Source: an optimization exercise on an open RTL-to-GDS flow (aim: small area, a short achievable clock period and few clock cycles per item). Production flows keep margins and buffers that such runs may drop.
In this exercise RTL edits were held to simulation tests only and were not proved equivalent to the original.

job 9424:
Design dfu_top, start of the top module:
module dfu_top (
	input  logic        clk,
	input  logic        rst,
	input  logic        a_valid,
	input  logic [4:0]  a_op,
	input  logic [31:0] a_data,
	output logic        a_ready,
	input  logic        b_valid,
	input  logic [31:0] b_data,
	output logic        b_ready,
	output logic        res_valid,
	output logic [31:0] res_data,
	input  logic        res_ready
);
clock: 9.0 ns
lec_check: 0
cap_margin: 20
core_margin: 2
core_utilization: 55
setup_slack_margin: 5.0
slew_margin: 20
synth_hierarchical: 1
dont_use_cells: sky130_fd_sc_hd__fa_1 sky130_fd_sc_hd__fa_2 sky130_fd_sc_hd__fa_4 sky130_fd_sc_hd__ha_1 sky130_fd_sc_hd__ha_2 sky130_fd_sc_hd__ha_4
standard.sh (not shown) runs the stock make flow with config.mk's settings and CLKGATE_MAP_FILE= SYNTH_SCRIPT=/design/flow/synth_recipe.tcl, a recipe that flattens the netlist after the stock synthesis.
==> flow/flow/run.sh <==
#!/bin/bash
# The standard layout, with the full and half adder cells kept out of
# synthesis: the reduction tree is mapped to plain gates, which are faster.
set -euo pipefail
cat >> config.mk <<'EOC'
export DONT_USE_CELLS = sky130_fd_sc_hd__fa_1 sky130_fd_sc_hd__fa_2 sky130_fd_sc_hd__fa_4 sky130_fd_sc_hd__ha_1 sky130_fd_sc_hd__ha_2 sky130_fd_sc_hd__ha_4
EOC
bash standard.sh finish > standard.log 2>&1
Testbench counts of job 9424, summed over its fixed seeds: cycles 18,336, items 16,000.
For job 2139, these inputs were changed with respect to job 9424:
Settings: CORE_UTILIZATION now 40, was 55.
### Flow results
- Job 2139 finished end to end and its layout was clean on timing, DRC and antenna.
- Compared to job 9424, job 2139 shows a narrower setup margin.
- Number of nets in the finished design: job 2139 lower than job 9424
- Post-synthesis to final-layout area growth ended up 2.4 points lower on job 2139 than on job 9424.
- [compare] base=job 9424 new=job 2139: maximum frequency from static timing analysis down about 0.6%.
Input changes introduced in job 8753 (baseline for comparison: job 2139):
Settings: a change of SETUP_SLACK_MARGIN from 5.0 to 4.7.
[summary]
- Per the final summary, job 2139 finished and its layout is clean on timing, DRC and antenna.
- Both conditions hold for job 8753: the flow ran to the end and the final layout passed the timing, DRC and antenna checks.
- In the flow results for job 2139 and job 8753, the non-clock buffer count is larger on job 2139.
- On setup slack, job 2139 beats job 8753.
- For the cell count, job 8753 came in 36 lower than job 2139 did.
- [job 8753] global-route usage fell 0.27 points relative to job 2139
- | total of cells resized after clock tree synthesis | lower: job 8753 |
- Compared with job 2139, job 8753 shows a via count that is 211 lower.
- Job 8753 ended up with a lower register-to-register slack than job 2139 did.

========
dfu_top, a different RTL version from the one above (not shown whole).
For scale: roughly 190 flip-flops, roughly 25000 µm² of cells after synthesis.
Settings: LEC_CHECK=0, CAP_MARGIN=20, CORE_MARGIN=2, CORE_UTILIZATION=40, SETUP_SLACK_MARGIN=5.0, SLEW_MARGIN=20, SYNTH_HIERARCHICAL=1, DONT_USE_CELLS=sky130_fd_sc_hd__fa_1 sky130_fd_sc_hd__fa_2 sky130_fd_sc_hd__fa_4 sky130_fd_sc_hd__ha_1 sky130_fd_sc_hd__ha_2 sky130_fd_sc_hd__ha_4, BUFFER_PORTS_ARGS=-buffer_cell sky130_fd_sc_hd__buf_1; clock period 9.0 ns.
==> flow/flow/run.sh <==
#!/bin/bash
# The standard layout, with two changes to how it is made:
# - the full and half adder cells are kept out of synthesis, so the
#   reduction tree is mapped to plain gates, which are faster;
# - every port still gets its own buffer, but a plain buf_1 (resized
#   later by the repair steps as timing needs) instead of the larger
#   clock-delay buffer the port buffering picks by default.
set -euo pipefail
cat >> config.mk <<'EOC'
export DONT_USE_CELLS = sky130_fd_sc_hd__fa_1 sky130_fd_sc_hd__fa_2 sky130_fd_sc_hd__fa_4 sky130_fd_sc_hd__ha_1 sky130_fd_sc_hd__ha_2 sky130_fd_sc_hd__ha_4
export BUFFER_PORTS_ARGS = -buffer_cell sky130_fd_sc_hd__buf_1
EOC
bash standard.sh finish > standard.log 2>&1
Testbench counts at the start, summed over its fixed seeds: cycles 18,336, items 16,000.
Next try:
==> flow/flow/run.sh (replaced) <==
#!/bin/bash
# The standard layout, with the full and half adder cells kept out of
# synthesis: the reduction tree is mapped to plain gates, which are faster.
set -euo pipefail
cat >> config.mk <<'EOC'
export DONT_USE_CELLS = sky130_fd_sc_hd__fa_1 sky130_fd_sc_hd__fa_2 sky130_fd_sc_hd__fa_4 sky130_fd_sc_hd__ha_1 sky130_fd_sc_hd__ha_2 sky130_fd_sc_hd__ha_4
EOC
bash standard.sh finish > standard.log 2>&1
--- a/flow/config.mk
+++ b/flow/config.mk
@@ -15 +14,0 @@
-export BUFFER_PORTS_ARGS = -buffer_cell sky130_fd_sc_hd__buf_1
Result: Cell count is lower by 0.78%. Worst hold slack gets worse by 12 ps. First-iteration DRC count goes down by 11%. Core utilization went up by 0.63 points. Wire length increases by 0.42%. Global-route usage came out higher by 0.61 points. Register-to-register slack gains 50 ps. Synthesized area is unchanged.

========
Setup of AL:
Another version of the RTL of dfu_top (not shown whole).
Size in the first run: ~2600 cells after synthesis, roughly 140 flip-flops, ~110 I/O pins.
Settings: LEC_CHECK=0, CAP_MARGIN=20, CORE_MARGIN=2, CORE_UTILIZATION=40, SETUP_SLACK_MARGIN=4.7, SLEW_MARGIN=20; clock period 9.0 ns.
run.sh (not shown) runs the stock make flow with config.mk's settings and CLKGATE_MAP_FILE= SYNTH_SCRIPT=/design/flow/synth_recipe.tcl, a recipe that flattens the netlist after the stock synthesis.
Stock flow here: none of the scripts above is used.
AL completed end to end with timing, DRC and antenna clean.
Testbench counts of AL, summed over its fixed seeds: cycles 18,324, items 16,000.
The following lists how TR was set up differently from AL:
--- a/flow/config.mk
+++ b/flow/config.mk
@@ -10,3 +10,2 @@
 export CORE_UTILIZATION = 40
-export SETUP_SLACK_MARGIN = 4.7
 export SLEW_MARGIN = 20
==> comparison <==
TR vs. AL: met3 global-route usage dropped 5.3 points.
On count of H-tree levels built during CTS, TR and AL are neck and neck.
Re number of unique standard cell types used by synthesis: no difference whatsoever between TR and AL.
Sort TR and AL by worst hold slack desc -> top: AL
The run showing the greater signal arrival time at the worst endpoint is TR.
Share of the clock period used by the worst path, TR and AL: larger value in TR
Launch point of the critical path = join0.tok_b[13]: TR; launch point of the critical path = join0.tok_b[18]: AL
NOTE total length of routed wires AL->TR decreased by a little under 10%
Looking at leading cell type in the layout, fill and taps excluded, the inv_1 result is from TR; the xnor2_1 one comes from AL.

========
Setup of run A:
dfu_top, a different RTL version from the one above (not shown whole).
For scale: roughly 150 flip-flops, ~110 I/O pins, ~22000 um2 of cells after synthesis.
Design dfu_top, start of the top module:
module dfu_top (
	input  logic        clk,
	input  logic        rst,
	input  logic        a_valid,
	input  logic [4:0]  a_op,
	input  logic [31:0] a_data,
	output logic        a_ready,
	input  logic        b_valid,
	input  logic [31:0] b_data,
	output logic        b_ready,
	output logic        res_valid,
	output logic [31:0] res_data,
	input  logic        res_ready
);
clock: 9.0 ns
lec_check: 0
cap_margin: 20
core_margin: 2
core_utilization: 40
setup_slack_margin: 4.7
slew_margin: 20
Both conditions hold for run A: the flow ran to the end and the final layout passed the timing, DRC and antenna checks.
Testbench counts of run A, summed over its fixed seeds: cycles 18,324, items 16,000.
#### Input delta (run B over run A)
- setting ABC_CLOCK_PERIOD_IN_PS to 4300 for the first time
Results
~same arrival time of data at the critical path endpoint in run B and run A. From run B to run A, post-synthesis cell area did not move at all. Reported for run B and run A, number of non-clock inverters in the layout turned out identical to the last digit. Sequential element share of the synthesized area: run B vs run A identical. Share of the synthesized area in compound gates (AO/OA/AOI/OAI) came out exactly the same in run B and run A. Worst slew margin relative to its limit came out exactly the same in run B and run A. Re setup slack of the critical path after layout: no difference whatsoever between run A and run B.
--- input diff run B..run C ---
- putting DONT_USE_CELLS at sky130_fd_sc_hd__fa_1 sky130_fd_sc_hd__fa_2 sky130_fd_sc_hd__fa_4 sky130_fd_sc_hd__ha_1 sky130_fd_sc_hd__ha_2 sky130_fd_sc_hd__ha_4 where nothing was set
- clearing ABC_CLOCK_PERIOD_IN_PS, which used to be 4300
==> flow/flow/run.sh (new file) <==
#!/bin/bash
# The standard layout, with the full and half adder cells kept out of
# synthesis: the reduction tree is mapped to plain gates, which are faster.
set -euo pipefail
cat >> config.mk <<'EOC'
export DONT_USE_CELLS = sky130_fd_sc_hd__fa_1 sky130_fd_sc_hd__fa_2 sky130_fd_sc_hd__fa_4 sky130_fd_sc_hd__ha_1 sky130_fd_sc_hd__ha_2 sky130_fd_sc_hd__ha_4
EOC
bash standard.sh finish > standard.log 2>&1
==> flow/standard.sh (new file) <==
#!/bin/bash
# synth_recipe.tcl (not shown) runs the flow's synth.tcl, then flattens the netlist and writes it again
# the make line also repeats each setting of config.mk as NAME=value (left out here)
make -C /OpenROAD-flow-scripts/flow DESIGN_CONFIG=/design/flow/config.mk WORK_HOME=/design/flow/orfs CLKGATE_MAP_FILE= SYNTH_SCRIPT=/design/flow/synth_recipe.tcl "${@:-finish}"
removed: flow/run.sh
==> run notes <==
Die area in run C vs run B: up about 6%. When run C is measured against run B, its area growth from synthesis to layout turns out 7.8 points lower. Sort run C and run B by fraction of the cycle the final worst path needs, ascending, and run B comes first. Of run C and run B, run C shows the higher synthesized netlist cell count, with run B below it. The fraction of registers with async set or reset after synthesis on run C is in line with that on run B. Run C vs run B: final area down slightly.

========
Setup of oak:
Another version of the RTL of dfu_top (not shown whole).
For scale: roughly 190 flip-flops, ~110 I/O pins, about 0.024 mm2 of cells after synthesis.
// dfu_top
module dfu_top (
	input  logic        clk,
	input  logic        rst,
	input  logic        a_valid,
	input  logic [4:0]  a_op,
	input  logic [31:0] a_data,
	output logic        a_ready,
	input  logic        b_valid,
	input  logic [31:0] b_data,
	output logic        b_ready,
	output logic        res_valid,
	output logic [31:0] res_data,
	input  logic        res_ready
);
clock: 9.0 ns
lec_check: 0
cap_margin: 20
core_margin: 2
core_utilization: 40
setup_slack_margin: 4.7
slew_margin: 20
synth_hierarchical: 1
Stock flow here: none of the scripts above is used.
Testbench counts of oak, summed over its fixed seeds: cycles 18,336, items 16,000.
Modified inputs, pine compared to oak
# oak
export LEC_CHECK = 0
export CAP_MARGIN = 20
export CORE_MARGIN = 2
export CORE_UTILIZATION = 40
export SETUP_SLACK_MARGIN = 4.7
export SLEW_MARGIN = 20
export SYNTH_HIERARCHICAL = 1
create_clock -name core_clock -period 9.0 [get_ports {clk}]
# pine
export LEC_CHECK = 0
export CAP_MARGIN = 20
export CORE_MARGIN = 2
export CORE_UTILIZATION = 40
export SETUP_SLACK_MARGIN = 4.7
export SLEW_MARGIN = 20
export SYNTH_HIERARCHICAL = 1
export DONT_USE_CELLS = sky130_fd_sc_hd__fa_1 sky130_fd_sc_hd__fa_2 sky130_fd_sc_hd__fa_4 sky130_fd_sc_hd__ha_1 sky130_fd_sc_hd__ha_2 sky130_fd_sc_hd__ha_4
create_clock -name core_clock -period 9.0 [get_ports {clk}]
==> flow/flow/run.sh (new file) <==
#!/bin/bash
# The standard layout, with the full and half adder cells kept out of
# synthesis: the reduction tree is mapped to plain gates, which are faster.
set -euo pipefail
cat >> config.mk <<'EOC'
export DONT_USE_CELLS = sky130_fd_sc_hd__fa_1 sky130_fd_sc_hd__fa_2 sky130_fd_sc_hd__fa_4 sky130_fd_sc_hd__ha_1 sky130_fd_sc_hd__ha_2 sky130_fd_sc_hd__ha_4
EOC
bash standard.sh finish > standard.log 2>&1
==> flow/standard.sh (new file) <==
#!/bin/bash
# synth_recipe.tcl (not shown) runs the flow's synth.tcl, then flattens the netlist and writes it again
# the make line also repeats each setting of config.mk as NAME=value (left out here)
make -C /OpenROAD-flow-scripts/flow DESIGN_CONFIG=/design/flow/config.mk WORK_HOME=/design/flow/orfs CLKGATE_MAP_FILE= SYNTH_SCRIPT=/design/flow/synth_recipe.tcl "${@:-finish}"
removed: flow/run.sh
==> run notes <==
- Max worst slew slack as a fraction of its limit across oak and pine: oak
- Of the two values seen for most common cell after layout, fill and taps aside, sky130_fd_sc_hd__inv_1 was produced by oak and sky130_fd_sc_hd__xnor2_1 by pine.
- Gate count after technology mapping: higher on pine
- For oak, the cell at the slowest stage of the critical path was sky130_fd_sc_hd__fa_2, unlike pine, where it was sky130_fd_sc_hd__nand3b_1.
- pine: routed via count 2906 above oak
- Delta (pine minus oak): xor and xnor area share after synthesis grew by 17 points; number of flops mapped to enable cells by yosys held steady.
- Final setup slack of the worst path, oak and pine: lower on oak
- Routed wire in pine totals more than in oak.
- Compared with oak, pine ends up with a larger final cell area.
> inputs changed (pine -> birch)
# pine
export LEC_CHECK = 0
export CAP_MARGIN = 20
export CORE_MARGIN = 2
export CORE_UTILIZATION = 40
export SETUP_SLACK_MARGIN = 4.7
export SLEW_MARGIN = 20
export SYNTH_HIERARCHICAL = 1
export DONT_USE_CELLS = sky130_fd_sc_hd__fa_1 sky130_fd_sc_hd__fa_2 sky130_fd_sc_hd__fa_4 sky130_fd_sc_hd__ha_1 sky130_fd_sc_hd__ha_2 sky130_fd_sc_hd__ha_4
create_clock -name core_clock -period 9.0 [get_ports {clk}]
# birch
export LEC_CHECK = 0
export CAP_MARGIN = 20
export CORE_MARGIN = 2
export CORE_UTILIZATION = 40
export SETUP_SLACK_MARGIN = 4.7
export SLEW_MARGIN = 20
export DONT_USE_CELLS = sky130_fd_sc_hd__fa_1 sky130_fd_sc_hd__fa_2 sky130_fd_sc_hd__fa_4 sky130_fd_sc_hd__ha_1 sky130_fd_sc_hd__ha_2 sky130_fd_sc_hd__ha_4
create_clock -name core_clock -period 9.0 [get_ports {clk}]
Findings:
The lower placed wire-length estimate after detailed placement came out of pine. birch against pine: mux share of post-synthesis cell area lost 2.6 points; sequential share of layout area now sits higher. The global routing met1 resource utilization reported for birch is greater than that of pine by 3.6 points. Against pine as the reference, birch delivers a higher number of diodes. birch: done, clean on timing, DRC and antenna. Between pine and birch, met3 layer usage reported by global route is lower for pine, birch comes in above that.

========
== old ==
Another version of the RTL of dfu_top (not shown whole).
Size: roughly 2800 cells after synthesis, about 110 I/O pins, roughly 25000 µm² of cells after synthesis.
==> flow/config.mk <==
export PLATFORM = sky130hd
export DESIGN_NAME = dfu_top
export DESIGN_NICKNAME = dfu_top
export VERILOG_FILES = /design/flow/design.v
export SDC_FILE = /design/flow/constraint.sdc
export NUM_CORES = 4
export LEC_CHECK = 0
export CAP_MARGIN = 20
export CORE_MARGIN = 2
export CORE_UTILIZATION = 40
export CTS_BUF_LIST = sky130_fd_sc_hd__clkbuf_8
export SETUP_SLACK_MARGIN = 5.0
export SLEW_MARGIN = 20
export SYNTH_HIERARCHICAL = 1
export TNS_END_PERCENT = 0
export DONT_USE_CELLS = sky130_fd_sc_hd__fa_1 sky130_fd_sc_hd__fa_2 sky130_fd_sc_hd__fa_4 sky130_fd_sc_hd__ha_1 sky130_fd_sc_hd__ha_2 sky130_fd_sc_hd__ha_4
export BUFFER_PORTS_ARGS = -buffer_cell sky130_fd_sc_hd__buf_1
==> flow/constraint.sdc <==
create_clock -name core_clock -period 9.0 [get_ports {clk}]
set_input_delay 1.8000 -clock core_clock [delete_from_list [all_inputs] [get_ports {clk}]]
set_output_delay 1.8000 -clock core_clock [all_outputs]
set_load 0.01 [all_outputs]
standard.sh (not shown) runs the stock make flow with config.mk's settings and CLKGATE_MAP_FILE= SYNTH_SCRIPT=/design/flow/synth_recipe.tcl, a recipe that flattens the netlist after the stock synthesis.
==> flow/flow/run.sh <==
#!/bin/bash
# The standard layout, with two changes to how it is made:
# - the full and half adder cells are kept out of synthesis, so the
#   reduction tree is mapped to plain gates, which are faster;
# - every port still gets its own buffer, but a plain buf_1 (resized
#   later by the repair steps as timing needs) instead of the larger
#   clock-delay buffer the port buffering picks by default.
set -euo pipefail
cat >> config.mk <<'EOC'
export DONT_USE_CELLS = sky130_fd_sc_hd__fa_1 sky130_fd_sc_hd__fa_2 sky130_fd_sc_hd__fa_4 sky130_fd_sc_hd__ha_1 sky130_fd_sc_hd__ha_2 sky130_fd_sc_hd__ha_4
export BUFFER_PORTS_ARGS = -buffer_cell sky130_fd_sc_hd__buf_1
EOC
bash standard.sh finish > standard.log 2>&1
old finished all stages; the layout is clean.
Testbench counts of old, summed over its fixed seeds: cycles 18,336, items 16,000.
What new does differently from old at the input level:
- removing CTS_BUF_LIST (formerly sky130_fd_sc_hd__clkbuf_8)
### Flow results
new finished all stages; the layout is clean.
Delta (new minus old): arrival time at the worst endpoint closely matched the old numbers.
new against old: number of combinational gates with multiple inputs has remained practically unchanged; pre-CTS setup slack saw little to no change.

## what the ideal ports hide
How much do the figures lean on ideal ports? The routed layouts below were timed once more, with nothing changed but the port constraints. Step 1 assumes that a clkbuf_16 drives the clock port and a buf_2 every other input. Step 2 times the ports against the registers' clock, not the clock port: input delays grow and output delays shrink by t, the midpoint of the rising clock arrivals with the driver on. Slacks: ideal ports / drivers / drivers and shift; pairs: ideal ports / drivers.
| run | t (ns) | setup WS [ns] | worst setup path after step 2 | latest minus earliest clock arrival (ns) |
|---|---|---|---|---|
| job 9424 | 0.499 | 4.867 / 4.836 / 4.585 | input to register | 0.013 / 0.013 |
| job 2139 | 0.506 | 4.842 / 4.808 / 4.617 | input to register | 0.016 / 0.015 |
| job 8753 | 0.504 | 4.814 / 4.806 / 4.430 | input to register | 0.020 / 0.019 |
| the first run of note 2 | 0.510 | 4.875 / 4.842 / 4.751 | input to register | 0.019 / 0.019 |
| the second run of note 2 | 0.514 | 4.889 / 4.858 / 4.590 | input to register | 0.017 / 0.017 |
| AL | 0.536 | 3.529 / 3.529 / 3.529 | register to register | 0.020 / 0.019 |
| TR | 0.548 | 2.211 / 2.211 / 2.211 | register to register | 0.018 / 0.018 |
| run A | 0.553 | 3.823 / 3.792 / 3.823 | register to register | 0.015 / 0.014 |
| run B | 0.553 | 3.823 / 3.792 / 3.823 | register to register | 0.015 / 0.014 |
| run C | 0.549 | 3.080 / 3.016 / 3.565 | register to output | 0.019 / 0.020 |
| oak | 0.550 | 3.968 / 3.968 / 3.968 | register to register | 0.015 / 0.015 |
| pine | 0.522 | 4.572 / 4.536 / 4.400 | input to register | 0.014 / 0.013 |
| birch | 0.548 | 4.522 / 4.522 / 4.331 | input to register | 0.021 / 0.022 |
| old | 0.597 | 4.960 / 4.918 / 4.585 | input to register | 0.024 / 0.024 |
| new | 0.542 | 4.960 / 4.918 / 4.614 | input to register | 0.025 / 0.025 |
After both steps setup and hold are still met in every run listed. The setup slack of job 8753, which loses most, moves by -0.008 ns with the drivers and by -0.384 ns with both steps.
